From an optimization exercise on the open Yosys and OpenROAD flow, aimed at small area and a short achievable clock period; shortcuts taken in it are not production practice.
The RTL was checked by simulation tests, not by an equivalence proof against the original design.
Power is estimated from default activity; no workload was simulated.

==> design/flow/design.v <==
package doodlePkg;
	localparam logic [1:0] StMenu = 2'd0;
	localparam logic [1:0] StPlay = 2'd1;
	localparam logic [1:0] StPause = 2'd2;
	localparam logic [1:0] StOver = 2'd3;
	localparam logic [2:0] KcNone = 3'd0;
	localparam logic [2:0] KcLeftA = 3'd1;  
	localparam logic [2:0] KcLeftB = 3'd2;  
	localparam logic [2:0] KcRightA = 3'd3;  
	localparam logic [2:0] KcRightB = 3'd4;  
	localparam logic [2:0] KcStart = 3'd5;  
	localparam logic [2:0] KcPause = 3'd6;  
	localparam logic [7:0] SlotEasy = 8'd57;  
	localparam logic [7:0] SlotNormal = 8'd82;  
	localparam logic [7:0] SlotHard = 8'd107;  
endpackage
module keyDecoder
(
	input logic [7:0] keycode,
	input logic [2:0] lastKc,
	output logic [2:0] kc,  
	output logic leftKey,  
	output logic rightKey,
	output logic leftPress,  
	output logic rightPress,
	output logic startPress,
	output logic pausePress
);
	logic mLa, mLb, mRa, mRb, mS, mP;
	assign mLa = (keycode == 8'd4);
	assign mLb = (keycode == 8'd80);
	assign mRa = (keycode == 8'd7);
	assign mRb = (keycode == 8'd79);
	assign mS = (keycode == 8'd40);
	assign mP = (keycode == 8'd19);
	assign kc[0] = mLa | mRa | mS;
	assign kc[1] = mLb | mRa | mP;
	assign kc[2] = mRb | mS | mP;
	assign leftKey = mLa | mLb;
	assign rightKey = mRa | mRb;
	assign leftPress = (mLa & (lastKc != doodlePkg::KcLeftA)) | (mLb & (lastKc != doodlePkg::KcLeftB));
	assign rightPress = (mRa & (lastKc != doodlePkg::KcRightA)) | (mRb & (lastKc != doodlePkg::KcRightB));
	assign startPress = mS & (lastKc != doodlePkg::KcStart);
	assign pausePress = mP & (lastKc != doodlePkg::KcPause);
endmodule
module gameStateCtrl
(
	input logic [1:0] state,
	input logic [1:0] difficulty,
	input logic leftPress,
	input logic rightPress,
	input logic startPress,
	input logic pausePress,
	input logic floorHit,
	output logic [1:0] stateNext,
	output logic [1:0] difficultyNext
);
	always_comb
	begin
		stateNext = state;
		difficultyNext = difficulty;
		case (state)
			doodlePkg::StMenu:
			begin
				if (startPress)
					stateNext = doodlePkg::StPlay;
				if (rightPress)
					difficultyNext = (difficulty == 2'd0) ? 2'd1 : (difficulty == 2'd1) ? 2'd2 : 2'd0;
				else if (leftPress)
					difficultyNext = (difficulty == 2'd0) ? 2'd2 : (difficulty == 2'd2) ? 2'd1 : 2'd0;
			end
			doodlePkg::StPlay:
			begin
				if (floorHit)
					stateNext = doodlePkg::StOver;
				else if (pausePress)
					stateNext = doodlePkg::StPause;
			end
			doodlePkg::StPause:
			begin
				if (pausePress)
					stateNext = doodlePkg::StPlay;
			end
			default:
			begin
				if (startPress)
					stateNext = doodlePkg::StMenu;
			end
		endcase
	end
endmodule
module bitEq6
(
	input logic [5:0] a,
	input logic [5:0] b,
	output logic [5:0] eq
);
	assign eq = ~(a ^ b);
endmodule
module nand3Cell
(
	input logic a,
	input logic b,
	input logic c,
	output logic y
);
	assign y = ~(a & b & c);
endmodule
module yCombine
(
	input logic nA1,
	input logic nA2,
	input logic nB1,
	input logic nB2,
	input logic off,
	input logic geL,
	input logic gtL,
	output logic nY
);
	assign nY = ~((~(nA1 | nA2 | off) & geL) | (~(nB1 | nB2 | off) & ~gtL));
endmodule
module nand2bCell
(
	input logic a,
	input logic bn,
	output logic y
);
	assign y = ~(a & ~bn);
endmodule
module gNand2 (input logic a, input logic b, output logic y); assign y = ~(a & b); endmodule
module gNor2 (input logic a, input logic b, output logic y); assign y = ~(a | b); endmodule
module gOai21 (input logic a1, input logic a2, input logic b1, output logic y); assign y = ~((a1 | a2) & b1); endmodule
module gAoi21 (input logic a1, input logic a2, input logic b1, output logic y); assign y = ~((a1 & a2) | b1); endmodule
module gAoi31 (input logic a1, input logic a2, input logic a3, input logic b1, output logic y); assign y = ~((a1 & a2 & a3) | b1); endmodule
module treeTop
#(
	parameter bit Invert = 1
)
(
	input logic [3:0] g2,
	input logic [3:0] p2,
	input logic c1,
	input logic c0,
	output logic y
);
	logic [1:0] g4, p4;
	logic ge;
	assign g4[0] = g2[1] | (p2[1] & g2[0]);
	assign p4[0] = p2[1] & p2[0];
	assign g4[1] = g2[3] | (p2[3] & g2[2]);
	assign p4[1] = p2[3] & p2[2];
	assign ge = g4[1] | (p4[1] & g4[0]) | (p4[1] & p4[0] & c1 & c0);
	assign y = Invert ? ~ge : ge;
endmodule
module ltTree8
(
	input logic [7:0] a,
	input logic [7:0] nb,
	input logic c1,
	input logic c0,
	input logic g2lo,  
	input logic p2lo,
	output logic lt
);
	logic [7:0] gn, pn;
	logic [3:0] g2, p2;
	genvar i;
	generate
		for (i = 2; i < 8; i++)
		begin : gL0
			gNand2 cg (.a(a[i]), .b(nb[i]), .y(gn[i]));
			gNor2 cp (.a(a[i]), .b(nb[i]), .y(pn[i]));
		end
		for (i = 1; i < 4; i++)
		begin : gL1
			gOai21 cg (.a1(pn[2*i+1]), .a2(gn[2*i]), .b1(gn[2*i+1]), .y(g2[i]));
			gNor2 cp (.a(pn[2*i+1]), .b(pn[2*i]), .y(p2[i]));
		end
	endgenerate
	assign g2[0] = g2lo;
	assign p2[0] = p2lo;
	treeTop #(.Invert(1)) cTop (.g2(g2), .p2(p2), .c1(c1), .c0(c0), .y(lt));
endmodule
module geTree8
(
	input logic [7:0] a,
	input logic [7:0] nb,
	input logic c1,
	input logic c0,
	input logic g2lo,  
	input logic p2lo,
	output logic ge
);
	logic [7:0] gn, pn;
	logic [3:0] g2, p2;
	genvar i;
	generate
		for (i = 2; i < 8; i++)
		begin : gL0
			gNand2 cg (.a(a[i]), .b(nb[i]), .y(gn[i]));
			gNor2 cp (.a(a[i]), .b(nb[i]), .y(pn[i]));
		end
		for (i = 1; i < 4; i++)
		begin : gL1
			gOai21 cg (.a1(pn[2*i+1]), .a2(gn[2*i]), .b1(gn[2*i+1]), .y(g2[i]));
			gNor2 cp (.a(pn[2*i+1]), .b(pn[2*i]), .y(p2[i]));
		end
	endgenerate
	assign g2[0] = g2lo;
	assign p2[0] = p2lo;
	treeTop #(.Invert(0)) cTop (.g2(g2), .p2(p2), .c1(c1), .c0(c0), .y(ge));
endmodule
module hitCombine
(
	input logic nY,
	input logic hiFail,
	input logic nmNeg,
	input logic loFail,
	output logic hit
);
	assign hit = ~((nmNeg & loFail) | nY | hiFail);
endmodule
module pairGP
(
	input logic [1:0] a,
	input logic [1:0] nb,
	output logic g2,
	output logic p2
);
	logic [1:0] gn, pn;
	gNand2 cg0 (.a(a[0]), .b(nb[0]), .y(gn[0]));
	gNor2 cp0 (.a(a[0]), .b(nb[0]), .y(pn[0]));
	gNand2 cg1 (.a(a[1]), .b(nb[1]), .y(gn[1]));
	gNor2 cp1 (.a(a[1]), .b(nb[1]), .y(pn[1]));
	gOai21 cg (.a1(pn[1]), .a2(gn[0]), .b1(gn[1]), .y(g2));
	gNor2 cp (.a(pn[1]), .b(pn[0]), .y(p2));
endmodule
module ge3
(
	input logic [2:0] a,
	input logic [2:0] nb,
	output logic ge
);
	logic c1, c2;
	assign c1 = a[0] | nb[0];
	assign c2 = (a[1] & nb[1]) | ((a[1] | nb[1]) & c1);
	assign ge = (a[2] & nb[2]) | ((a[2] | nb[2]) & c2);
endmodule
module gt3
(
	input logic [2:0] a,
	input logic [2:0] nb,
	output logic gt
);
	logic c1, c2;
	assign c1 = a[0] & nb[0];
	assign c2 = (a[1] & nb[1]) | ((a[1] | nb[1]) & c1);
	assign gt = (a[2] & nb[2]) | ((a[2] | nb[2]) & c2);
endmodule
module objHit
(
	input logic [20:0] obj,  
	input logic [5:0] aH,  
	input logic [5:0] aH1,  
	input logic [2:0] naL,  
	input logic nmNeg,  
	input logic [7:0] nm,  
	input logic [7:0] nn,  
	output logic hit
);
	logic [9:0] ox, oy;
	logic [5:0] xa, xb;
	logic nA1, nA2, nB1, nB2, off, geL, gtL, nY, loFail, hiFail;
	assign ox = obj[20:11];
	assign oy = obj[10:1];
	bitEq6 cXa (.a(oy[8:3]), .b(aH), .eq(xa));
	bitEq6 cXb (.a(oy[8:3]), .b(aH1), .eq(xb));
	nand3Cell cA1 (.a(xa[0]), .b(xa[1]), .c(xa[2]), .y(nA1));
	nand3Cell cA2 (.a(xa[3]), .b(xa[4]), .c(xa[5]), .y(nA2));
	nand3Cell cB1 (.a(xb[0]), .b(xb[1]), .c(xb[2]), .y(nB1));
	nand3Cell cB2 (.a(xb[3]), .b(xb[4]), .c(xb[5]), .y(nB2));
	nand2bCell cOff (.a(obj[0]), .bn(oy[9]), .y(off));  
	ge3 cGeL (.a(oy[2:0]), .nb(naL), .ge(geL));
	gt3 cGtL (.a(oy[2:0]), .nb(naL), .gt(gtL));
	yCombine cY (.nA1(nA1), .nA2(nA2), .nB1(nB1), .nB2(nB2), .off(off), .geL(geL), .gtL(gtL), .nY(nY));
	logic g2lo, p2lo;
	pairGP cPair (.a(ox[3:2]), .nb(nm[1:0]), .g2(g2lo), .p2(p2lo));
	ltTree8 cLo (.a(ox[9:2]), .nb(nm), .c1(ox[1]), .c0(1'b1), .g2lo(g2lo), .p2lo(p2lo), .lt(loFail));
	geTree8 cHi (.a(ox[9:2]), .nb(nn), .c1(ox[1]), .c0(ox[0]), .g2lo(g2lo), .p2lo(p2lo), .ge(hiFail));
	hitCombine cHit (.nY(nY), .hiFail(hiFail), .nmNeg(nmNeg), .loFail(loFail), .hit(hit));
endmodule
module hitDetector
(
	input logic [7:0] xk,  
	input logic [8:0] yA,  
	input logic [167:0] platforms,  
	input logic [41:0] springs,
	output logic [7:0] platHit,
	output logic [1:0] springHit
);
	logic [5:0] aH, aH1;
	logic [2:0] aL;
	assign aL = yA[2:0];
	assign aH = yA[8:3];
	genvar k;
	generate
		for (k = 0; k < 6; k++)
		begin : gInc
			if (k == 0)
			begin : gB0
				assign aH1[0] = ~aH[0];
			end
			else
			begin : gBk
				assign aH1[k] = aH[k] ^ (&aH[k-1:0]);
			end
		end
	endgenerate
	logic [8:0] pM, sM;
	logic [7:0] pN, sN;
	assign pM = {1'b0, xk} - 9'd14;
	assign pN = xk + 8'd14;
	assign sM = {1'b0, xk} - 9'd10;
	assign sN = xk + 8'd10;
	genvar i;
	generate
		for (i = 0; i < 8; i++)
		begin : gPlat
			objHit test (.obj(platforms[i*21 +: 21]), .aH(aH), .aH1(aH1), .naL(~aL),
				.nmNeg(~pM[8]), .nm(~pM[7:0]), .nn(~pN), .hit(platHit[i]));
		end
		for (i = 0; i < 2; i++)
		begin : gSpring
			objHit test (.obj(springs[i*21 +: 21]), .aH(aH), .aH1(aH1), .naL(~aL),
				.nmNeg(~sM[8]), .nm(~sM[7:0]), .nn(~sN), .hit(springHit[i]));
		end
	endgenerate
endmodule
module motionNewY
(
	input logic [8:0] y,
	input logic [5:0] sp,
	output logic [8:0] newY
);
	logic [9:0] c;
	assign c[0] = 1'b0;
	genvar i;
	generate
		for (i = 0; i < 9; i++)
		begin : gBit
			logic b;
			assign b = sp[(i < 5) ? i : 5];
			assign newY[i] = y[i] ^ b ^ c[i];
			assign c[i+1] = (y[i] & b) | (y[i] & c[i]) | (b & c[i]);
		end
	endgenerate
endmodule
module motionExcess
(
	input logic [8:0] newY,
	output logic below,
	output logic [7:0] excess
);
	assign below = (newY < 9'd268);
	assign excess = 8'd12 - newY[7:0];  
endmodule
module motionX
(
	input logic [7:0] xk,
	input logic [1:0] difficulty,
	input logic leftKey,
	input logic rightKey,
	input logic toSlot,
	input logic steer,
	output logic [7:0] xkNext
);
	logic [8:0] ones, zeros;
	logic [7:0] tog, slot, kill;
	logic goLeft, goRight, wrapLo, wrapHi;
	assign goLeft = steer & leftKey;
	assign goRight = steer & ~leftKey & rightKey;
	genvar i;
	generate
		for (i = 0; i <= 8; i++)
		begin : gRun
			if (i == 0)
			begin : gZ
				assign ones[0] = 1'b1;
				assign zeros[0] = 1'b1;
			end
			else
			begin : gN
				assign ones[i] = &xk[i-1:0];
				assign zeros[i] = ~|xk[i-1:0];
			end
		end
	endgenerate
	assign tog = ({8{goRight}} & ones[7:0]) | ({8{goLeft}} & zeros[7:0]);
	assign wrapLo = goLeft & zeros[8];
	assign wrapHi = goRight & (xk == 8'd159);
	assign kill = {wrapHi, wrapLo, wrapLo | wrapHi, 5'd0};
	always_comb
	begin
		case (difficulty)
			2'd0: slot = doodlePkg::SlotEasy;
			2'd1: slot = doodlePkg::SlotNormal;
			default: slot = doodlePkg::SlotHard;
		endcase
	end
	assign xkNext = toSlot ? slot : ((xk ^ tog) & ~kill);
endmodule
module motionFall
(
	input logic [5:0] sp,
	input logic gravStep,
	output logic [5:0] fallSpeed
);
	logic inc;
	assign inc = gravStep & (sp[5] | ~(sp[3] & sp[2]));
	genvar k;
	generate
		for (k = 0; k < 6; k++)
		begin : gInc
			if (k == 0)
			begin : gB0
				assign fallSpeed[0] = sp[0] ^ inc;
			end
			else
			begin : gBk
				assign fallSpeed[k] = sp[k] ^ (inc & (&sp[k-1:0]));
			end
		end
	endgenerate
endmodule
module doodleMotion
(
	input logic [1:0] state,
	input logic [1:0] difficulty,
	input logic leftKey,
	input logic rightKey,
	input logic platAny,
	input logic springAny,
	input logic [7:0] xk,  
	input logic [8:0] y,  
	input logic [5:0] sp,  
	input logic [1:0] gravCnt,
	input logic prevMenu,  
	output logic [7:0] xkNext,
	output logic [8:0] yNext,
	output logic [5:0] spNext,
	output logic [7:0] scrollNext,
	output logic clearScore,  
	output logic [1:0] gravCntNext,
	output logic floorHit
);
	logic menu, play, enterPlay, move, falling, onFloor, gravStep, below, rising, doScroll;
	logic bounce, landed;
	logic [8:0] newY;
	logic [7:0] excess;
	logic [5:0] fallSpeed;
	assign menu = (state == doodlePkg::StMenu);
	assign play = (state == doodlePkg::StPlay);
	assign enterPlay = play & prevMenu;
	assign move = play & ~prevMenu;  
	assign falling = ~sp[5];
	assign onFloor = (y >= 9'd475);  
	assign gravStep = (gravCnt == 2'd2);
	motionNewY addY (.y(y), .sp(sp), .newY(newY));
	motionExcess ex (.newY(newY), .below(below), .excess(excess));
	motionFall fall (.sp(sp), .gravStep(gravStep), .fallSpeed(fallSpeed));
	assign rising = sp[5] & below;  
	assign bounce = falling & onFloor;  
	assign landed = falling & (springAny | platAny | onFloor);
	assign floorHit = move & falling & ~springAny & ~platAny & onFloor;
	assign doScroll = move & ~landed & rising;
	motionX mx (.xk(xk), .difficulty(difficulty), .leftKey(leftKey), .rightKey(rightKey),
		.toSlot(menu), .steer(move & ~floorHit), .xkNext(xkNext));
	assign clearScore = menu | enterPlay;
	assign scrollNext = doScroll ? excess : 8'd0;
	logic yNew, yLine, yStart, spFall, sp12, sp20, spZero;
	assign yNew = (menu & ~bounce) | (move & ~landed & ~rising);
	assign yLine = doScroll;  
	assign yStart = enterPlay;  
	assign spFall = (menu & ~bounce) | (move & ~landed);
	assign sp12 = (menu & bounce) | (move & falling & ~springAny & platAny);
	assign sp20 = move & falling & springAny;
	assign spZero = enterPlay;
	selY sy (.y(y), .newY(newY), .selNew(yNew), .selLine(yLine), .selStart(yStart), .yNext(yNext));
	selSpeed ss (.sp(sp), .fallSpeed(fallSpeed), .selFall(spFall), .sel12(sp12), .sel20(sp20),
		.selZero(spZero), .spNext(spNext));
	assign gravCntNext = enterPlay ? 2'd0 : (menu | play) ? (gravStep ? 2'd0 : gravCnt + 2'd1) : gravCnt;
endmodule
module selY
(
	input logic [8:0] y,
	input logic [8:0] newY,
	input logic selNew,
	input logic selLine,
	input logic selStart,
	output logic [8:0] yNext
);
	logic hold;
	assign hold = ~(selNew | selLine | selStart);
	assign yNext = ({9{selNew}} & newY) | ({9{hold}} & y) | ({9{selLine}} & 9'd268) | ({9{selStart}} & 9'd128);
endmodule
module selSpeed
(
	input logic [5:0] sp,
	input logic [5:0] fallSpeed,
	input logic selFall,
	input logic sel12,
	input logic sel20,
	input logic selZero,
	output logic [5:0] spNext
);
	logic hold;
	assign hold = ~(selFall | sel12 | sel20 | selZero);
	assign spNext = ({6{selFall}} & fallSpeed) | ({6{hold}} & sp) | ({6{sel12}} & 6'd52) | ({6{sel20}} & 6'd44);
endmodule
module doodleGame
(
	input logic Reset,  
	input logic frame_clk,  
	input logic [7:0] keycode,
	input logic [167:0] platforms,  
	input logic [41:0] springs,  
	output logic [19:0] sprite,  
	output logic [9:0] speed,
	output logic [9:0] scroll,
	output logic [19:0] score,
	output logic [1:0] state,
	output logic [1:0] difficulty,
	output logic [7:0] platHit
);
	logic [2:0] lastKc, kc;
	logic [7:0] xk, xkNext;
	logic [8:0] ya, yNext;  
	logic [5:0] sp, spNext;
	logic [7:0] scroll8, scrollNext;
	logic [19:0] scoreBase;  
	logic clearScore;
	logic [1:0] gravCnt, gravCntNext, stateNext, difficultyNext;
	logic prevMenu;
	logic leftKey, rightKey, leftPress, rightPress, startPress, pausePress;
	logic floorHit;
	logic [1:0] springHit;
	keyDecoder keys
	(
		.keycode(keycode),
		.lastKc(lastKc),
		.kc(kc),
		.leftKey(leftKey),
		.rightKey(rightKey),
		.leftPress(leftPress),
		.rightPress(rightPress),
		.startPress(startPress),
		.pausePress(pausePress)
	);
	gameStateCtrl control
	(
		.state(state),
		.difficulty(difficulty),
		.leftPress(leftPress),
		.rightPress(rightPress),
		.startPress(startPress),
		.pausePress(pausePress),
		.floorHit(floorHit),
		.stateNext(stateNext),
		.difficultyNext(difficultyNext)
	);
	hitDetector detect
	(
		.xk(xk),
		.yA(ya),
		.platforms(platforms),
		.springs(springs),
		.platHit(platHit),
		.springHit(springHit)
	);
	doodleMotion motion
	(
		.state(state),
		.difficulty(difficulty),
		.leftKey(leftKey),
		.rightKey(rightKey),
		.platAny(|platHit),
		.springAny(|springHit),
		.xk(xk),
		.y(ya),
		.sp(sp),
		.gravCnt(gravCnt),
		.prevMenu(prevMenu),
		.xkNext(xkNext),
		.yNext(yNext),
		.spNext(spNext),
		.scrollNext(scrollNext),
		.clearScore(clearScore),
		.gravCntNext(gravCntNext),
		.floorHit(floorHit)
	);
	localparam logic [1:0] DiffRst = 2'd1;
	localparam logic [8:0] YaRst = 9'd128;  
	logic [1:0] diffQ;
	logic [7:0] xkQ;
	logic [8:0] yaQ;
	logic notPrevMenu;
	assign difficulty = diffQ ^ DiffRst;
	assign xk = xkQ ^ doodlePkg::SlotNormal;
	assign ya = yaQ ^ YaRst;
	assign prevMenu = ~notPrevMenu;
	always_ff @(posedge Reset or posedge frame_clk)
	begin
		if (frame_clk)
		begin
			lastKc <= doodlePkg::KcNone;
			state <= doodlePkg::StMenu;
			diffQ <= '0;
			xkQ <= '0;
			yaQ <= '0;
			sp <= '0;
			scroll8 <= '0;
			scoreBase <= '0;
			gravCnt <= '0;
			notPrevMenu <= 1'b0;
		end
		else
		begin
			lastKc <= kc;
			state <= stateNext;
			diffQ <= difficultyNext ^ DiffRst;
			xkQ <= xkNext ^ doodlePkg::SlotNormal;
			yaQ <= yNext ^ YaRst;
			sp <= spNext;
			scroll8 <= scrollNext;
			scoreBase <= clearScore ? 20'd0 : score;
			gravCnt <= gravCntNext;
			notPrevMenu <= (state != doodlePkg::StMenu);
		end
	end
	scoreAdd addScore (.base(scoreBase), .step(scroll8), .score(score));
	logic [8:0] yOut;
	ySub28 outY (.ya(ya), .y(yOut));
	assign sprite = {xk, 2'b10, 1'b0, yOut};
	assign speed = {{4{sp[5]}}, sp};
	assign scroll = {2'b00, scroll8};
endmodule
module scoreAdd
(
	input logic [19:0] base,
	input logic [7:0] step,
	output logic [19:0] score
);
	logic [8:0] low;
	logic [11:0] carry;
	assign low = {1'b0, base[7:0]} + {1'b0, step};
	assign carry[0] = low[8];
	genvar k;
	generate
		for (k = 1; k < 12; k++)
		begin : gCarry
			assign carry[k] = low[8] & (&base[8+k-1:8]);
		end
	endgenerate
	assign score = {base[19:8] ^ carry, low[7:0]};
endmodule
module ySub28
(
	input logic [8:0] ya,
	output logic [8:0] y
);
	assign y = ya - 9'd28;
endmodule
==> design/flow/flow/run.sh <==
#!/bin/bash
set -e
export BUFFER_PORTS_ARGS="-buffer_cell sky130_fd_sc_hd__buf_1"
bash standard.sh > standard.log 2>&1
==> design/flow/standard.sh <==
#!/bin/bash
# synth_recipe.tcl (not shown) runs the flow's synth.tcl, then flattens the netlist and writes it again
# the make line also repeats each setting of config.mk as NAME=value (left out here)
make -C /OpenROAD-flow-scripts/flow DESIGN_CONFIG=/design/flow/config.mk WORK_HOME=/design/flow/orfs CLKGATE_MAP_FILE= SYNTH_SCRIPT=/design/flow/synth_recipe.tcl "${@:-finish}"
==> design/flow/config.mk <==
export PLATFORM = sky130hd
export DESIGN_NAME = doodleGame
export DESIGN_NICKNAME = doodleGame
export VERILOG_FILES = /design/flow/design.v
export SDC_FILE = /design/flow/constraint.sdc
export NUM_CORES = 4
export LEC_CHECK = 0
export CAP_MARGIN = 20
export CORE_MARGIN = 2
export CORE_UTILIZATION = 40
export CTS_BUF_LIST = sky130_fd_sc_hd__clkbuf_4 sky130_fd_sc_hd__clkbuf_8
export SETUP_SLACK_MARGIN = 4.7
export SLEW_MARGIN = 20
export SYNTH_HIERARCHICAL = 1
export SYNTH_MINIMUM_KEEP_SIZE = 0
==> design/flow/constraint.sdc <==
create_clock -name core_clock -period 10.0 [get_ports {Reset}]
set_input_delay 2.0000 -clock core_clock [delete_from_list [all_inputs] [get_ports {Reset}]]
set_output_delay 2.0000 -clock core_clock [all_outputs]
set_load 0.01 [all_outputs]
==> results.ini, run 1 <==
[sta]
skew_ns=0.00955
finalHoldViolCount=0
clock.fmax_mhz=188
slew_headroom_pct=42.0
setup_viol=0
post-route-min-period_ns=5.31
worst_pin_slew_ns=0.867
tns_ns=0
drv_slew=0
finalCritPeriodShare_pct=53.1
rsz0062_at_grt=true

[synthesis]
synth_edf_count=0
postSynthAreaPerCell_um2=6.97
netlist_area_mm2=0.00918
async_flop_share_pct=100
yosysWarnings=9
syn_inst=1316
synth_cell_types=86
synth-main-ff-cell=dfrtp_1
yosysSeqAreaShare_pct=16.6
ys_ff_latch=61

[global_route]
grt_pass1_wl_um=46400
grt_max_degree=41
antenna_found_initial=2
first_global_vias=9386
overflow=0
grt_use_total_pct=23.5

[flow_run]
drv_cap=0

[worst_setup_path]
criticalPathCategory=in2out
worst_ep_required_time_ns=8.00
worstPathArrival_ns=3.31
cp-start-kind=input pin
cp_max_fo=2
end_kind=output port

[placement]
dp_hpwl_um=22700
placedCellCount=1879
place_congestion=0.944
io_buffers=286

[die]
core-area_mm2=0.0226
io_pins=292
die_x_um=155
dieArea_mm2=0.0242
initial_core_util_pct=40.7
fp.dieH_um=155
rows=55

[outcome]
outcome=timing/DRC/antenna clean

[layout]
fillers=2303
drive_gt1_share_pct=17.0
fin_cells=1908
layout-area-overhead-vs-synth_pct=26.0
nNetsFinal=1864

[route]
via_per_inst=5.39
post_drt_wl_per_cell_um=15.8
drt_first_pass_iters=5
drc=0
ant_nets=0
dr.first_iter.drc_count=731
dr_total_vias=10292
drt_wl_total_um=30100

[clocking]
cts_tree=built
postCtsHoldBufs=0
numCtsBuffers=9
root_buffer=clkbuf_8
clock_latency_ns=0.35
ctsLongestPathBuffers=2
htreeDepth=3
cts_sinks=61
cts.reportedPaths.clkPinSlew_ns=0.07

[pwr]
finalPower_uw=3180
p_leak_uw=0.00464
cellPowerDensity_mw_per_mm2=275
ir_drop_mv=0.196

[min_path]
hold_class=reg2reg

## worst max-delay path, stage by stage
cell and delay, ns:
buf_2 0.13, xnor2_1 0.17, nand3_1 0.12, nor4_2 0.31, nor2_2 0.11, a211oi_2 0.27, buf_2 0.20
## path summary, 6_finish.rpt
kind | depth (start not counted) | from | to | slack, ns
worst min register to register | 2 | gravCnt[0] | gravCnt[1] | 0.56
worst max register to register | 16 | yaQ[0] | yaQ[2] | 4.92
min in group asynchronous | 2 | frame_clk | scoreBase[15] | 1.72
worst min-delay path | 2 | gravCnt[0] | gravCnt[1] | 0.56
max in group asynchronous | 3 | frame_clk | yaQ[5] | 7.38
worst max-delay path | 7 | platforms[48] | platHit[2] | 4.69
## routing by layer
layer | wire, um | GRT usage [%] | vias to the layer above
li1 | - | - | 5166
met1 | 13100 | 31.1 | 4731
met2 | 14200 | 39.2 | 354
met3 | 2180 | 4.04 | 41
met4 | 634 | 6.77 | 0
met5 | 0 | 0 | -
## cell usage in the layout, fill, tap and decap left out, drive strengths merged, types with 4 or more instances in the layout
master    count
a22oi        20
a211oi       26
or2           7
nand4        20
a21oi        72
nor4         14
buf         286
a31o         10
a22o          8
a41oi         4
ha           19
and3          7
inv          33
nor3b         5
o211ai        4
fa            8
nor2        258
o21ai       110
clkinvlp      6
and2         11
nor4b        14
and2b         7
nand2b       14
a221o         7
nand2       199
nor2b        28
nor3         11
o22ai        22
xor2         30
clkbuf       40
conb         15
o21a          4
xnor2       143
dfrtp        61
nand3        49
## Yosys cell counts (20+ instances only)
master / n / share of area [%]
xor2_1: 30 / 2.9
o21ai_1: 93 / 5.1
nor2_1: 256 / 10
inv_1: 36 / 1.5
nand2_1: 198 / 8.1
xnor2_1: 143 / 14
dfrtp_1: 61 / 17
a21oi_1: 69 / 3.8
a211oi_2: 21 / 2.9
nor2b_1: 28 / 1.9
o22ai_1: 22 / 1.5
a22oi_1: 20 / 1.6
nand4_1: 20 / 1.4
nand3_1: 49 / 2.7
## modules after synthesis (local to each module, per instance), a selection
module,cell area [um2],flip-flops and latches,cells,times used
bitEq6,52.6,0,6,20
doodleMotion,267,0,40,1
gNand2,3.75,0,1,140
gameStateCtrl,128,0,19,1
hitCombine,12.5,0,1,10
motionExcess,138,0,22,1
nand2bCell,6.26,0,1,10
scoreAdd,567,0,72,1
selSpeed,118,0,15,1
ySub28,109,0,13,1
## registers in the layout (all words and copies together), names as in the netlist
| name | count |
|---|---|
| scroll8 | 8 |
| yaQ | 9 |
| diffQ | 2 |
| scoreBase | 20 |
| gravCnt | 2 |
| notPrevMenu | 1 |
| sp | 6 |
| lastKc | 3 |
| xkQ | 8 |
| state | 2 |
## repair_timing
item | CTS | global route
cloned | 1 | 2
hold endpoints to repair | 0 | 0
pin swaps | 12 | 51
setup buffers | 1 | 8
resized for setup | 33 | 160
endpoints found under the setup margin | 12 | 13
## layout make-up
cell class | count | area (um2) | area share [%]
antenna | 2 | 5.00 | 0.0433
clock buffer | 11 | 139 | 1.20
clock inverter | 4 | 97.6 | 0.844
inverter | 36 | 146 | 1.27
multi-input combinational | 1191 | 7820 | 67.7
sequential | 61 | 1530 | 13.2
tap | 285 | 357 | 3.09
timing repair buffer | 316 | 1450 | 12.5
timing repair inverter | 2 | 12.5 | 0.108
## per-stage QoR
| stage | setup slack (ns) | hold WS (ns) | util [%] | instance area, um2 |
|---|---|---|---|---|
| floorplan | 5.09 | 0.530 | - | 9190 |
| global route | 4.64 | 0.589 | 51.2 | 11600 |
| detailed placement | 4.45 | 0.552 | 46.7 | 10500 |
| CTS | 4.68 | 0.568 | 48.3 | 10900 |
| global placement | 4.51 | 0.550 | 46.7 | 10500 |
| finish | 4.69 | 0.561 | 51.2 | 11600 |
## cells by family (layout without fill, tap and decap cells)
logic type,count (synthesis),in the layout,synth area share (%)
xor gates and xnor gates,174,174,16.8
other,12,17,0.491
buffers and inverters,67,369,4.00
AOI/OAI and AO/OA,313,313,22.9
DFF,61,61,16.6
muxes,4,4,0.491
adders and majority gates,27,27,4.34
and+or+nand+nor,658,658,34.4
## report_power, final
group	internal [uW]	total (uW)	switching (uW)
clock	170	273	103
sequential	299	432	133
combinational	1040	2470	1430
==> inputs of run 2 (changes only) <==
--- a/design/flow/config.mk
+++ b/design/flow/config.mk
@@ -9,7 +9,7 @@
 export CORE_MARGIN = 2
 export CORE_UTILIZATION = 40
 export CTS_BUF_LIST = sky130_fd_sc_hd__clkbuf_4 sky130_fd_sc_hd__clkbuf_8
-export SETUP_SLACK_MARGIN = 4.7
+export SETUP_SLACK_MARGIN = 4.5
 export SLEW_MARGIN = 20
 export SYNTH_HIERARCHICAL = 1
 export SYNTH_MINIMUM_KEEP_SIZE = 0
==> run 2 against run 1 <==
Effect of this change:
- final cell count fell by 0.58%
- power fell by 6.6%
- via count fell by 1.3%
- worst setup slack got worse by 0.071 ns
- design area fell by 6.5%
- worst hold slack improved by 0.0014 ns
- count of clock-buffer cells in the layout did not move
- register-to-register slack got worse by 0.03 ns
- critical path type unchanged
- highest routed layer unchanged
==> results.ini, run 2 <==
[layout]
fillers=2383
layout-area-overhead-vs-synth_pct=17.8
reg_top3=scoreBase: 20 flops, yaQ: 9 flops
max_flop_register=scoreBase
nNetsFinal=1853
drive_gt1_share_pct=8.07
multiInputGateArea_mm2=0.00731
largest_reg_flops=20
utilization_pct=47.9
fin_cells=1897
final_common_cell=buf_1
final_cell_mix=buf_1, nor2_1, nand2_1
seqCellArea_mm2=0.00153

[pwr]
p_leak_uw=0.00415
ir_drop_mv=0.195
cellPowerDensity_mw_per_mm2=274

[min_path]
min_from=gravCnt[0]
holdPathStages=2
hold_end=gravCnt[1]
hold_class=reg2reg

[clocking]
postCtsHoldBufs=0
cts_tree=built
htreeDepth=3
numCtsBuffers=9
root_buffer=clkbuf_8
ctsLongestPathBuffers=2
cts.reportedPaths.clkPinSlew_ns=0.07
clock_latency_ns=0.35
cts_sinks=61
postCtsSetupBuffers=0

[sta]
skew_ns=0.00958
finalCritPeriodShare_pct=53.8
drv_slew=0
worst_pin_slew_ns=0.902
setup_viol=0
clock.fmax_mhz=186
rsz0062_at_grt=true
finalHoldViolCount=0
post-route-min-period_ns=5.38
slew_headroom_pct=39.8
tns_ns=0

[synthesis]
ys_ff_latch=61
yosysWarnings=9
async_flop_share_pct=100
syn_inst=1316
synth_edf_count=0
netlist_top_cells_count=nor2_1, nand2_1, xnor2_1
synth-main-ff-cell=dfrtp_1
synth_cell_types=86
yosys.area.top_type=dfrtp_1
yosysSeqAreaShare_pct=16.6
synthTopCellsByArea=dfrtp_1, xnor2_1, nor2_1, nand2_1, o21ai_1
yosys.area.top_type_share_pct=16.6
netlist_area_mm2=0.00918
synth_most_common_cell=nor2_1
postSynthAreaPerCell_um2=6.97

[route]
dr.first_iter.drc_count=748
drc=0
drt_first_pass_iters=5
via_per_inst=5.35
drt_wl_total_um=29100
dr_total_vias=10158
post_drt_wl_per_cell_um=15.4
ant_nets=0

[global_route]
grt_use_total_pct=23.2
antenna_found_initial=2
first_global_vias=9330
overflow=0
grt_pass1_wl_um=46000
grt_max_degree=41

[die]
fp.dieH_um=155
die_x_um=155
initial_core_util_pct=40.7
io_pins=292
dieArea_mm2=0.0242
rows=55
core-area_mm2=0.0226

[outcome]
outcome=timing/DRC/antenna clean

[placement]
dp_hpwl_um=22700
placedCellCount=1879
io_buffers=286
place_congestion=0.944

[worst_setup_path]
worst_ep_required_time_ns=8.00
worstPathArrival_ns=3.38
r2r_cells=16
r2r-end=yaQ[3]
cp_max_fo=2
end_kind=output port
rr_startpoint=yaQ[0]
r2r_setup_slack_ns=4.89
criticalPathCategory=in2out
cp-start-kind=input pin
crit_path_cell_trace=buf_1 -> nor2_1 -> o21ai_1 -> a31o_1 -> a21oi_1 -> o21ai_1 -> a211oi_2 -> buf_1
max_stage_delay_ns=0.33
slowest_stage=a211oi_2

[flow_run]
drv_cap=0

==> run 2: cell count changes in the layout (fill, tap and decap cells not counted), sizes merged <==
cell and delta:
clkinvlp -2, buf +20, clkdlybuf4s15 -1, inv +1
clkbuf -29
==> run 2: power breakdown <==
group | internal (uW) | switching, uW | leakage, uW
clock | 170 | 103 | 0.000116
sequential | 299 | 127 | 0.000794
combinational | 936 | 1330 | 0.00324
==> run 2: logic make-up (layout without fill, tap and decap cells) <==
group | Yosys count | in the layout | synth area share (%)
and+or+nand+nor | 658 | 658 | 34.4
AOI/OAI and AO/OA | 313 | 313 | 22.9
xor gates and xnor gates | 174 | 174 | 16.8
buffers and inverters | 67 | 358 | 4.00
DFF | 61 | 61 | 16.6
adders and majority gates | 27 | 27 | 4.34
other | 12 | 17 | 0.491
muxes | 4 | 4 | 0.491
==> run 2: worst max path at each step <==
stage	slack [ns]	cells past startpoint	startpoint	end
CTS	4.55	12	xkQ[1]	platHit[6]
finish	4.62	8	platforms[56]	platHit[2]
global placement	4.51	11	xkQ[1]	platHit[2]
floorplan	5.09	17	sp[0]	yaQ[7]
detailed placement	4.45	11	xkQ[1]	platHit[6]
global route	4.52	8	platforms[56]	platHit[2]
==> run 2: routing by layer <==
metal	vias up	routed length, um	track usage [%]
met1	4636	13200	30.9
met3	38	1810	3.96
met4	0	548	6.51
li1	5144	-	-
met5	-	0	0
met2	340	13600	38.9
==> run 2: per-stage QoR <==
step / hold slack, ns / cell area, um2 / setup slack (ns) / total power (uW)
after floorplan: 0.530 / 9190 / 5.09 / 2130
after global placement: 0.550 / 10500 / 4.51 / 2640
after detailed placement: 0.552 / 10500 / 4.45 / 2680
after CTS: 0.568 / 10800 / 4.55 / 2970
after global routing: 0.589 / 10800 / 4.52 / 3280
final: 0.563 / 10800 / 4.62 / 2960
==> run 2: layout make-up <==
type,instances,share of cell area [%]
Antenna cell,2,0.0463
Clock buffer,11,1.28
Clock inverter,4,0.903
Inverter,36,1.32
Multi-Input combinational cell,1191,67.6
Sequential cell,61,14.1
Tap cell,285,3.30
Timing Repair Buffer,306,11.3
Timing Repair inverter,1,0.0463
==> run 2: repair_timing <==
item	in CTS	in global routing
setup endpoints to repair	8	8
gates resized for setup	4	4
gates cloned	0	1
==> run 2: modules after synthesis (local to each module, per instance), excerpt <==
module / area (um2) / times used
gameStateCtrl: 128 / 1
gNor2: 3.75 / 210
selSpeed: 118 / 1
nand3Cell: 5.00 / 40
motionExcess: 138 / 1
motionX: 407 / 1
keyDecoder: 239 / 1
selY: 163 / 1
motionNewY: 176 / 1
ySub28: 109 / 1
doodleMotion: 267 / 1
doodleGame: 1860 / 1
gOai21: 5.00 / 70
==> run 2: worst max-delay path: cells and delay by family <==
family                 cells  cell delay (ns)
buffers and inverters      2             0.27
AND/OR/NAND/NOR            1             0.12
AO/OA/AOI/OAI              5             0.98
==> inputs of run 3 (changes only) <==
--- a/design/flow/config.mk
+++ b/design/flow/config.mk
@@ -8,7 +8,7 @@
 export CAP_MARGIN = 20
 export CORE_MARGIN = 2
 export CORE_UTILIZATION = 40
-export CTS_BUF_LIST = sky130_fd_sc_hd__clkbuf_4 sky130_fd_sc_hd__clkbuf_8
+export CTS_BUF_LIST = sky130_fd_sc_hd__clkbuf_4
 export SETUP_SLACK_MARGIN = 4.5
 export SLEW_MARGIN = 20
 export SYNTH_HIERARCHICAL = 1
==> run 3 against run 2 <==
Effect of this change:
- global-route usage is 0.056 points higher
- design area is 0.32% lower
- register-to-register slack hardly changed
- worst hold slack better by 0.014 ns
- power is 1.2% lower
==> results.ini, run 3 <==
[sta]
finalHoldViolCount=0
worst_hold_slack_ns=0.577
worst_pin_slew_ns=0.868
tns_ns=0
slew_headroom_pct=41.9
post-route-min-period_ns=5.38
drv_slew=0
clock.fmax_mhz=186
finalCritPeriodShare_pct=53.8
skew_ns=0.0178
setup_viol=0
rsz0062_at_grt=true

[worst_setup_path]
cp-startpoint=platforms[145]
worst_ep_required_time_ns=8.00
r2r_setup_slack_ns=4.88
worstPathArrival_ns=3.38
cp_max_fo=4
criticalPathCategory=in2out
end_kind=output port
r2r_cells=16
rr_startpoint=sp[0]
cp-endpoint=platHit[6]
cp-start-kind=input pin
r2r-end=yaQ[3]

[clocking]
cts_sinks=61
postCtsHoldBufs=0
cts_tree=built
ctsLongestPathBuffers=2
cts.reportedPaths.clkPinSlew_ns=0.11
root_buffer=clkbuf_4
htreeDepth=3
numCtsBuffers=9
clock_latency_ns=0.42

[layout]
largest_reg_flops=20
layout-area-overhead-vs-synth_pct=17.4
nNetsFinal=1856
final_common_cell=buf_1
fin_area_mm2=0.0108
final_cell_mix=buf_1, nor2_1, nand2_1
max_flop_register=scoreBase
drive_gt1_share_pct=8.25
reg_top3=scoreBase: 20 flops, yaQ: 9 flops

[die]
fp.dieH_um=155
io_pins=292
dieArea_mm2=0.0242
core-area_mm2=0.0226
die_x_um=155
initial_core_util_pct=40.7
rows=55

[synthesis]
yosys.area.top_type_share_pct=16.6
synth_most_common_cell=nor2_1
synth_cell_types=86
postSynthAreaPerCell_um2=6.97
ys_ff_latch=61
yosysSeqAreaShare_pct=16.6
synthTopCellsByArea=dfrtp_1, xnor2_1, nor2_1, nand2_1, o21ai_1
syn_inst=1316
netlist_top_cells_count=nor2_1, nand2_1, xnor2_1
async_flop_share_pct=100
netlist_area_mm2=0.00918
yosys.area.top_type=dfrtp_1
yosysWarnings=9
synth-main-ff-cell=dfrtp_1
synth_edf_count=0

[placement]
place_area_mm2=0.0105
place_congestion=0.944
dp_hpwl_um=22700
io_buffers=286

[route]
drc=0
dr_total_vias=10182
dr.first_iter.drc_count=686
drt_wl_total_um=29300
drt_first_pass_iters=6
ant_nets=0
via_per_inst=5.36
post_drt_wl_per_cell_um=15.4

[min_path]
hold_class=reg2reg

[pwr]
cellPowerDensity_mw_per_mm2=272
ir_drop_mv=0.194
p_leak_uw=0.00413

[global_route]
antenna_found_initial=2
grt_pass1_wl_um=46000
first_global_vias=9350
grt_use_total_pct=23.3
grt_max_degree=41
overflow=0

[flow_run]
drv_cap=0

[outcome]
outcome=timing/DRC/antenna clean

## run 3: changes by cell type in the layout (fill, tap and decap cells not counted), sizes merged
cell      change
buf           +2
clkinvlp      +2
inv           -1
## run 3: final cells by class
type	count	area [um2]
sequential	61	1530
multi-input combinational	1191	7310
tap	285	357
fill	2383	11800
timing repair buffer	308	1240
antenna	2	5.00
inverter	36	146
clock inverter	4	97.6
clock buffer	11	82.6
timing repair inverter	2	12.5
## run 3: through the flow
stage / setup slack, ns / cells / util, % / total power (uW)
after global placement: 4.51 / 1879 / 46.7 / 2640
after detailed placement: 4.45 / 1879 / 46.7 / 2680
after global routing: 4.48 / 1900 / 47.7 / 3240
after floorplan: 5.09 / 1319 / - / 2130
final: 4.62 / 1900 / 47.7 / 2930
after CTS: 4.45 / 1894 / 47.6 / 2920
## run 3: critical path, cell delays in order
cell,delay (ns)
buf_1,0.21
nor2_1,0.07
nor2_1,0.19
nand2_1,0.11
a21oi_1,0.25
a211oi_2,0.07
a211oi_2,0.28
buf_1,0.19
## run 3: worst min path at each step
stage | start | to | slack (ns) | cells after the start
floorplan | xkQ[5] | xkQ[5] | 0.53 | 1
global placement | gravCnt[0] | gravCnt[1] | 0.55 | 2
detailed placement | gravCnt[0] | gravCnt[1] | 0.55 | 2
CTS | gravCnt[0] | gravCnt[1] | 0.58 | 2
global route | gravCnt[1] | gravCnt[1] | 0.60 | 2
finish | gravCnt[0] | gravCnt[1] | 0.58 | 2
## run 3: modules after synthesis, one instance, submodules excluded, a selection
| module | cell area (um2) | cells inside |
|---|---|---|
| keyDecoder | 239 | 35 |
| bitEq6 | 52.6 | 6 |
| gameStateCtrl | 128 | 19 |
| hitCombine | 12.5 | 1 |
| motionNewY | 176 | 9 |
| selY | 163 | 18 |
| yCombine | 25.0 | 3 |
| motionFall | 116 | 14 |
| selSpeed | 118 | 15 |
| gNor2 | 3.75 | 1 |
| motionX | 407 | 56 |
| gOai21 | 5.00 | 1 |
## run 3: repair_timing
action / 4_1_cts / 5_1_grt
cloned: 0 / 2
resized for setup: 5 / 4
setup endpoints to repair: 8 / 8
setup buffers: 0 / 2
## run 3: routing by layer
| metal | vias up | track usage, % | wire [um] | part of all wire (%) |
|---|---|---|---|---|
| met2 | 321 | 38.9 | 13700 | 47 |
| met3 | 43 | 4.15 | 1840 | 6.3 |
| met4 | 0 | 6.55 | 622 | 2.1 |
| li1 | 5155 | - | - | - |
| met1 | 4663 | 30.8 | 13100 | 45 |
| met5 | - | 0 | 0 | 0 |
## run 3: cell families (layout without fill, tap and decap cells)
| kind of cell | Yosys count | in the layout | synth area share [%] |
|---|---|---|---|
| compound gates | 313 | 313 | 22.9 |
| other cells | 12 | 17 | 0.491 |
| xor+xnor | 174 | 174 | 16.8 |
| fa+ha+maj | 27 | 27 | 4.34 |
| buf+inv | 67 | 361 | 4.00 |
| flops | 61 | 61 | 16.6 |
| mux | 4 | 4 | 0.491 |
| simple gates | 658 | 658 | 34.4 |
## run 3: power breakdown
part,internal (uW),switching (uW)
logic,942,1330
registers,299,127
clock network,131,96.1
==> inputs of run 4 (changes only) <==
--- a/design/flow/config.mk
+++ b/design/flow/config.mk
@@ -7,8 +7,9 @@
 export LEC_CHECK = 0
 export CAP_MARGIN = 20
 export CORE_MARGIN = 2
-export CORE_UTILIZATION = 40
-export CTS_BUF_LIST = sky130_fd_sc_hd__clkbuf_4
+export CORE_UTILIZATION = 50
+export CTS_BUF_LIST = sky130_fd_sc_hd__clkbuf_4 sky130_fd_sc_hd__clkbuf_8
+export PLACE_DENSITY = 0.75
 export SETUP_SLACK_MARGIN = 4.5
 export SLEW_MARGIN = 20
 export SYNTH_HIERARCHICAL = 1
==> run 4 against run 3 <==
Effect of this change:
- still clean on timing, DRC and antenna
- first-iteration DRC count rose by 9.2%
- final cell count is 3.3% lower
- sequential power increased by 8.7%
- critical endpoint is now platHit[3]
==> results.ini, run 4 <==
[outcome]
outcome=timing/DRC/antenna clean

[sta]
skew_ns=0.00557
finalCritPeriodShare_pct=53.7
finalHoldViolCount=0
drv_slew=0
rsz0062_at_grt=false
clock.fmax_mhz=186
post-route-min-period_ns=5.37
slew_headroom_pct=37.7
worst_pin_slew_ns=0.935
setup_viol=0
tns_ns=0

[worst_setup_path]
worst_ep_required_time_ns=8.00
end_kind=output port
r2r_setup_slack_ns=4.87
worstPathArrival_ns=3.37
r2r_cells=16
cp-start-kind=input pin
criticalPathCategory=in2out
cp_max_fo=4
r2r-end=yaQ[3]
rr_startpoint=yaQ[0]

[pwr]
p_leak_uw=0.00411
ir_drop_mv=0.211
cellPowerDensity_mw_per_mm2=271

[clocking]
htreeDepth=3
root_buffer=clkbuf_8
numCtsBuffers=9
cts_sinks=61
postCtsHoldBufs=0
cts_tree=built
ctsLongestPathBuffers=2
cts.reportedPaths.clkPinSlew_ns=0.06
clock_latency_ns=0.36

[synthesis]
synth_most_common_cell=nor2_1
synth-main-ff-cell=dfrtp_1
netlist_top_cells_count=nor2_1, nand2_1, xnor2_1
yosysSeqAreaShare_pct=16.6
async_flop_share_pct=100
synth_edf_count=0
yosysWarnings=9
yosys.area.top_type=dfrtp_1
synthTopCellsByArea=dfrtp_1, xnor2_1, nor2_1, nand2_1, o21ai_1
synth_cell_types=86
yosys.area.top_type_share_pct=16.6
syn_inst=1316
postSynthAreaPerCell_um2=6.97
netlist_area_mm2=0.00918
ys_ff_latch=61

[die]
io_pins=292
fp.dieH_um=139
core-area_mm2=0.0180
dieArea_mm2=0.0195
die_x_um=139
initial_core_util_pct=51.1
rows=49

[layout]
utilization_pct=59.5
reg_top3=scoreBase: 20 flops, yaQ: 9 flops
final_cell_mix=buf_1, nor2_1, nand2_1
layout-area-overhead-vs-synth_pct=16.4
max_flop_register=scoreBase
drive_gt1_share_pct=7.97
largest_reg_flops=20
nNetsFinal=1848
final_common_cell=buf_1

[global_route]
grt_max_degree=62
first_global_vias=9276
antenna_found_initial=2
grt_use_total_pct=27.7
grt_pass1_wl_um=44800
overflow=0

[min_path]
hold_end=gravCnt[0]
hold_class=reg2reg
min_from=gravCnt[0]
holdPathStages=2

[route]
drt_first_pass_iters=7
dr_total_vias=10443
dr.first_iter.drc_count=749
drt_wl_total_um=28700
via_per_inst=5.68
post_drt_wl_per_cell_um=15.6
ant_nets=0
drc=0

[placement]
io_buffers=286
place_congestion=0.910
dp_hpwl_um=22200

[flow_run]
drv_cap=0

run 4: cell count changes in the layout (fill, tap and decap cells not counted), sizes merged:
cell | before | now
clkinv | 0 | 4
diode | 2 | 3
buf | 308 | 300
bufinv | 3 | 0
clkinvlp | 6 | 4
clkbuf | 11 | 13
run 4: Yosys stat by module, one instance, submodules excluded, a selection:
module	area, um2	cells inside	times used	flip-flops and latches
nand3Cell	5.00	1	40	0
objHit	3.75	1	10	0
gNor2	3.75	1	210	0
motionFall	116	14	1	0
gOai21	5.00	1	70	0
motionX	407	56	1	0
hitCombine	12.5	1	10	0
gameStateCtrl	128	19	1	0
ge3	22.5	4	10	0
run 4: worst max path at each step:
stage	startpoint	end	cells after the start
global route	xkQ[1]	platHit[0]	12
floorplan	sp[0]	yaQ[7]	17
finish	platforms[83]	platHit[3]	8
global placement	xkQ[1]	platHit[6]	11
detailed placement	xkQ[1]	sp[3]	18
CTS	xkQ[1]	platHit[2]	10
run 4: logic make-up (layout without fill, tap and decap cells):
logic type      count (synthesis)  in the layout  synth area share, %
buf+inv                        67            354                 4.00
flops                          61             61                 16.6
fa+ha+maj                      27             27                 4.34
compound gates                313            313                 22.9
xor+xnor                      174            174                 16.8
mux                             4              4                0.491
simple gates                  658            658                 34.4
other cells                    12             18                0.491
run 4: per-stage QoR:
step           area, um2  total power, uW  hold slack (ns)  cells  worst slack, ns
2_1_floorplan       9190             2130            0.530   1319             5.09
3_3_place_gp       10400             2580            0.541   1816             4.58
3_5_place_dp       10400             2640            0.558   1817             4.38
4_1_cts            10600             2860            0.561   1833             4.52
5_1_grt            10700             3170            0.615   1836             4.50
6_report           10700             2900            0.574   1838             4.63
run 4: critical path: stages:
cell and delay (ns):
buf_1 0.19, nor2_1 0.09, nor2_1 0.18, nand2_1 0.13, a21oi_1 0.28, a211oi_2 0.07, a211oi_2 0.25, buf_1 0.19
run 4: report_power, final:
group / total [uW] / switching [uW] / internal, uW
Sequential: 463 / 165 / 299
Clock: 206 / 101 / 105
Combinational: 2230 / 1300 / 931
run 4: layer usage:
layer | up-vias | global-route usage, % | share of wire [%]
li1 | 5149 | - | -
met4 | 0 | 8.03 | 2.4
met5 | - | 0 | 0
met2 | 411 | 46.9 | 48
met3 | 53 | 4.82 | 7.1
met1 | 4830 | 36.5 | 43
run 4: area by class of cell:
| class | count | area, um2 |
|---|---|---|
| multi-input cells | 1191 | 7320 |
| well taps | 229 | 287 |
| repair inverters | 1 | 5.00 |
| fillers | 1756 | 7280 |
| flip-flops and latches | 61 | 1530 |
| repair buffers | 301 | 1200 |
| inverters | 36 | 143 |
| clock inverters | 4 | 22.5 |
| clock buffers | 12 | 159 |
| diodes | 3 | 7.51 |
run 4: repair_timing:
action | CTS | global route
setup endpoints to repair | 12 | 9
buffers inserted | 0 | 0
cloned | 0 | 1
resized for setup | 5 | 2

==> what the ideal ports hide <==
How much do the figures lean on ideal ports? The routed layouts below were timed once more, with nothing changed but the port constraints. Step 1, drivers: a clkbuf_16 drives Reset and a buf_2 each remaining input, both assumed. Step 2, shift: input delay + t, output delay - t, t = (earliest + latest rising clock arrival at the registers) / 2. This alone moves slack from input paths to output paths. a / b / c = ideal / step 1 / step 2; a / b = the first two.
| run | shift t [ns] | slack for setup (ns) | worst setup path after step 2 | latest minus earliest clock arrival (ns) |
|---|---|---|---|---|
| run 1 | 0.376 | 4.694 / 4.667 / 4.620 | input to register | 0.010 / 0.009 |
| run 2 | 0.375 | 4.622 / 4.601 / 4.601 | input to output | 0.009 / 0.010 |
| run 3 | 0.443 | 4.624 / 4.596 / 4.596 | input to output | 0.018 / 0.018 |
| run 4 | 0.389 | 4.629 / 4.606 / 4.606 | input to output | 0.006 / 0.006 |
After both steps setup and hold are still met in every run listed. For run 1, which loses most, drivers alone change the setup slack by -0.027 ns; drivers and shift together by -0.074 ns.
